This design comes from an exercise in tuning for small area, a short achievable clock period and few clock cycles on the open sky130 flow, not from production work. The RTL was checked by simulation tests, not by an equivalence proof against the original design.

## flow/design.v (module list and top-level ports; edited modules follow where they fit)
// module cordic_rot_iter: 2489 lines
module cordic_rot_iter (
    input  logic        clk_i,
    input  logic        rst_i,
    input  logic        valid_i,
    output logic        ready_o,
    input  logic [63:0] angle_i,
    output logic        valid_o,
    input  logic        ready_i,
    output logic [63:0] cos_o,
    output logic [63:0] sin_o,
    output logic        range_err_o
);
  // ...
==> flow/run.sh <==
#!/bin/bash
# synth_recipe.tcl (not shown) runs the flow's synth.tcl, then flattens the netlist and writes it again
# the make line also repeats each setting of config.mk as NAME=value (left out here)
make -C /OpenROAD-flow-scripts/flow DESIGN_CONFIG=/design/flow/config.mk WORK_HOME=/design/flow/orfs CLKGATE_MAP_FILE= SYNTH_SCRIPT=/design/flow/synth_recipe.tcl finish
==> flow/config.mk <==
export PLATFORM = sky130hd
export DESIGN_NAME = cordic_rot_iter
export DESIGN_NICKNAME = cordic_rot_iter
export VERILOG_FILES = /design/flow/design.v
export SDC_FILE = /design/flow/constraint.sdc
export NUM_CORES = 4
export LEC_CHECK = 0
export CAP_MARGIN = 20
export CORE_MARGIN = 2
export CORE_UTILIZATION = 40
export CTS_BUF_LIST = sky130_fd_sc_hd__clkbuf_4 sky130_fd_sc_hd__clkbuf_8
export SETUP_SLACK_MARGIN = 4.5
export SLEW_MARGIN = 20
==> flow/constraint.sdc <==
create_clock -name core_clock -period 8.0 [get_ports {clk_i}]
set_input_delay 1.6000 -clock core_clock [delete_from_list [all_inputs] [get_ports {clk_i}]]
set_output_delay 1.6000 -clock core_clock [all_outputs]
set_load 0.01 [all_outputs]
==> out/qor.txt, run 1 <==
Outcome: complete, no violations
Post-synthesis simple-gate area fraction: 0.103
Worst reg2reg setup slack: 4.25 ns
Cell-by-cell trace of the critical path: buf_6 -> buf_6 -> buf_12 -> buf_2
Multiplexer share of the synthesized area: 0.00404
Post-CTS setup buffer count: 301
Leading cell type in the layout, fill and taps excluded: edfxtp_1
Total of buffers placed on input and output ports: 198
Yosys top cell area share: 0.383
Pin count of the biggest net entering global routing: 213
Post-route core utilization: 0.472
Worst-Skew Late Latency: 1.23 ns
Syn Nets: 20,500
Total number of vias: 149,000
Number of setup violations in the final report: 0
Router iterations before antenna repair: 7
Data required, critical path: 6.40 ns
Leading cell types by total area after synthesis: edfxtp_1 (38%), ha_1 (13%), xnor2_1 (9.0%)
Crit path DAT: 2.18 ns
Average size of a mapped cell: 10.0 µm²
Placer's final routability congestion estimate: 1.09
Summed instance area of the synthesized netlist: 185,000 µm²
Fin crit period: 3.78 ns
Buf/Inv on CP: 4
Fraction of standard cell area that is sequential: 0.337
CTS resizes: 1,318
Register bit count reported by yosys: 2,462
Number of multi-input combinational cells in the layout: 14,600
Share of final-layout standard cells stronger than drive strength 1: 0.149
Compound-cell area share of the yosys netlist: 0.204
Placement Setup Slack: 2.23 ns
Dominant kind of cell: multi-input combinational cells
Number of vias per cell after detailed routing: 5.71
Routed wire length: 637,000 µm
Register-to-Register Path Depth: 14
Remaining antenna violation count: 0
Routed met2 length: 290,000 µm
Highest metal layer with signal wires: met5
DRC violations left: 0
Placed cells: 24,600
Testbench counts, summed over its fixed seeds: cycles 1,864.
==> run 2, diff against run 1 <==
--- a/flow/config.mk
+++ b/flow/config.mk
@@ -9,5 +9,5 @@
 export CORE_MARGIN = 2
 export CORE_UTILIZATION = 40
 export CTS_BUF_LIST = sky130_fd_sc_hd__clkbuf_4 sky130_fd_sc_hd__clkbuf_8
-export SETUP_SLACK_MARGIN = 4.5
+export SETUP_SLACK_MARGIN = 5.0
 export SLEW_MARGIN = 20
==> run 2 against run 1 <==
Effect of this change:
- setup slack got worse by 0.017 ns
- wire length rose by 8.0%
- still clean on timing, DRC and antenna
- hold slack improved by 0.012 ns
==> out/qor.txt, run 2 <==
Outcome: complete, no violations
Clock Tree Buf Depth: 4
Maximum net fanout on the critical path: 16
Count of pins over their slew limit: 0
Leading cell type in the layout, fill and taps excluded: edfxtp_1
Wire length of the first global-routing pass: 978,000 µm
Number of I/O pins: 199
Cell area after layout: 244,000 µm²
Slowest Stage Delay on Critical Path: 0.42 ns
Placed cells: 24,600 (unchanged)
Initial Utilization: 0.402
Detail-routed net length per standard cell: 25.1 µm
Master of the slowest instance on the critical path: edfxtp_1
Final clock period utilization by the worst path: 0.475
Register-to-Register Path Depth: 14 (unchanged)
Class of the tightest hold or removal check: reg2reg
Startpoint Class: register
Syn Nets: 20,500 (unchanged)
Total number of vias: 157,000 (+5.9%)
Worst Hold Margin: 0.368 ns
Critical Path Start: o_y[33]
Crit path setup slack, layout: 4.20 ns
Number of H-tree branching levels: 5
Final hold violation count: 0
Remaining antenna violation count: 0 (unchanged)
Post-detailed-placement half-perimeter wirelength: 458,000 µm
Crit path DAT: 2.20 ns (+0.02 ns)
CP endpoint: sin_o[63]
Clock slew at reported path FFs: 0.06 ns
Fmax: 263 MHz
Data required, critical path: 6.40 ns (about the same)
Buf/Inv on CP: 4 (unchanged)
Fin crit period: 3.80 ns (+0.0173 ns)
Vias in the first global route: 150,000
Share of final-layout standard cells stronger than drive strength 1: 0.292 (+0.143)
Commonest non-fill, non-tap cells in the layout: edfxtp_1 (2,358), xnor2_1 (1,784), buf_4 (1,574), ha_1 (1,452), a21oi_1 (1,248)
Worst-Skew Late Latency: 1.24 ns (about the same)
Most repeated cell in the gate-level netlist after synthesis: edfxtp_1
Placer's final routability congestion estimate: 1.09 (unchanged)
Sequential cell area fraction in the yosys report: 0.396
Number of setup violations in the final report: 0 (unchanged)
Antenna violations before repair: 47
Average size of a mapped cell: 10.0 µm² (unchanged)
Kind of capture point of the worst setup path: output port
Summed instance area of the synthesized netlist: 185,000 µm² (unchanged)
Number of enable-type register cells in the synthesized netlist: 2,358
Aggregate global-route resource usage: 0.277
Vertical die dimension: 684 µm
Router iterations before antenna repair: 7 (unchanged)
Pin slew with the least headroom to its limit: 1.33 ns
Placement Setup Slack: 2.23 ns (unchanged)
DRC violations left: 0 (unchanged)
Clock tree sinks: 2,462
Number of vias per cell after detailed routing: 5.74 (+0.52%)
Worst reg2reg setup slack: 4.36 ns (+0.11 ns)
Clock tree skew after final layout: 0.121 ns
Total Die Area: 467,000 µm²
Proportion of synthesized flip-flops having asynchronous set or reset: 0.0142
Cell chosen for the clock root: clkbuf_8
Pin count of the biggest net entering global routing: 167 (-22%)
Critical R2R Launch: z_q6[27]
Kind of critical path: reg2out
Most used flip-flop cell after synthesis: edfxtp_1
Cell-by-cell trace of the critical path: buf_6 -> buf_6 -> buf_12 -> buf_2
Logic depth of the worst setup path including buffers: 4
Nets: 22,900
Cell row count: 249
Finished Layout Cells: 27,400
Layout Area Growth over Synthesis: 32.4%
First-iteration detailed-routing DRC count: 12,000
Leading cell types by total area after synthesis: edfxtp_1 (38%), ha_1 (13%), xnor2_1 (9.0%)
Clock tree from TritonCTS: yes
Grt ovf: 0
Register bit count reported by yosys: 2,462 (unchanged)
Horizontal die dimension: 684 µm
Count of hold-fix buffers inserted at cts: 0
Largest delay share family, worst path: buffers and inverters
Aggregate negative setup slack: 0 ns
Total of buffers placed on input and output ports: 198 (unchanged)
Distinct cell type count of the synthesized netlist: 105
Setup repair after global routing missed its margin: yes
Cell area after placement: 195,000 µm²
Post-route core utilization: 0.532 (+0.0601)
Number of max-cap violations: 0
Critical Path Most Common Cell: buf_6
Placeable core region: 460,000 µm²
Headroom to the max-slew limit: 0.115
Terminus of the critical flop-to-flop path: z_q7[25]
Number of buffers inserted during clock tree synthesis: 445
Filler cell count: 40,300
Yosys top cell area share: 0.383 (unchanged)
Count of warnings emitted by yosys: 1
Cell types with the highest counts after synthesis: edfxtp_1 (2,358), ha_1 (1,948), xnor2_1 (1,906), a21oi_1 (1,723), nor2_1 (1,177)
Mapped Cells: 18,400
Routed wire length: 688,000 µm (+8.0%)
Largest area contributor in the netlist: edfxtp_1
## run 2: cell counts after synthesis
No cell type changed its count.
## run 2: cell type report
type	count	area, µm²	share of cell area
diodes	45	113	0.000461
multi-input cells	14600	127000	0.518
clock inverters	237	2320	0.00948
well taps	6149	7690	0.0315
repair buffers	2457	23800	0.0973
repair inverters	6	51.3	0.000210
flip-flops and latches	2462	73100	0.299
clock buffers	572	7200	0.0294
inverters	905	3590	0.0147
## run 2: worst register-to-register path, stage by stage, from the launching register on
cell and delay [ns]:
edfxtp_1 0.40, buf_12 0.15, clkinvlp_4 0.18, ha_4 0.21
a21o_1 0.15, a21o_1 0.17, a221o_1 0.32, a221o_1 0.34
or3_4 0.35, o211ai_4 0.19, o21ai_2 0.09, or4_4 0.45
a31oi_4 0.15, o21ai_1 0.08, xor2_1 0.14
## run 2: worst min path at each step
stage                          from         to  cells after the start
after floorplan               d0_q1   d0_q1_q2                      0
after global placement        e_q11      e_q12                      0
after detailed placement    z_q2[0]    z_q3[0]                      0
after CTS                 zb_q22[3]  zb_q23[3]                      0
after global routing          e_q27      e_q28                      0
final                         e_q27      e_q28                      0
## run 2: logic make-up (layout without fill, tap and decap cells)
kind of cell             after synthesis  in the layout  synth area share
AO/OA/AOI/OAI                       5834           5834             0.204
AND/OR/NAND/NOR                     4009           4009             0.103
XOR/XNOR                            2651           2651             0.126
flip-flops                          2462           2462             0.396
adder cells (fa/ha/maj)             2008           2008             0.138
buffers and inverters               1360           4177            0.0289
multiplexers                          67             67           0.00404
other                                  0             45                 0
## run 2: layer usage
| layer | part of all wire | global-route usage | vias to the layer above |
|---|---|---|---|
| li1 | - | - | 73500 |
| met4 | 0.064 | 0.150 | 20 |
| met1 | 0.40 | 0.335 | 76200 |
| met3 | 0.075 | 0.0716 | 1871 |
| met5 | 0.00020 | 0.000306 | - |
| met2 | 0.46 | 0.450 | 5567 |
## run 2: repair_timing
item,4_1_cts,5_1_grt
pin swaps,1281,1346
gates cloned,52,12
setup endpoints to repair,1953,1423
setup buffers,1231,688
gates resized for setup,3672,1745

static timing again, ports no longer ideal:
The results above use ideal ports. As a check the final layouts listed here were re-extracted and re-timed, cells and wires unchanged. Step 1 (the two cells are an assumption about what drives the block):
set clk [get_ports {clk_i}]
set_driving_cell -lib_cell sky130_fd_sc_hd__clkbuf_16 $clk
set_driving_cell -lib_cell sky130_fd_sc_hd__buf_2 [delete_from_list [all_inputs] $clk]
Step 2 times the ports against the registers' clock, not the clock port: input delays grow and output delays shrink by t, the midpoint of the rising clock arrivals with the driver on. Three values: ideal ports, drivers, drivers and shift; two values: the first two.
run	t (ns)	setup WS [ns]	worst setup path at the end
run 1	1.308	4.221 / 4.089 / 3.340	input to register
run 2	1.325	4.204 / 4.070 / 3.531	input to register
After both steps every run listed still meets setup and hold. For run 1, which loses most, drivers alone change the setup slack by -0.132 ns; drivers and shift together by -0.881 ns.
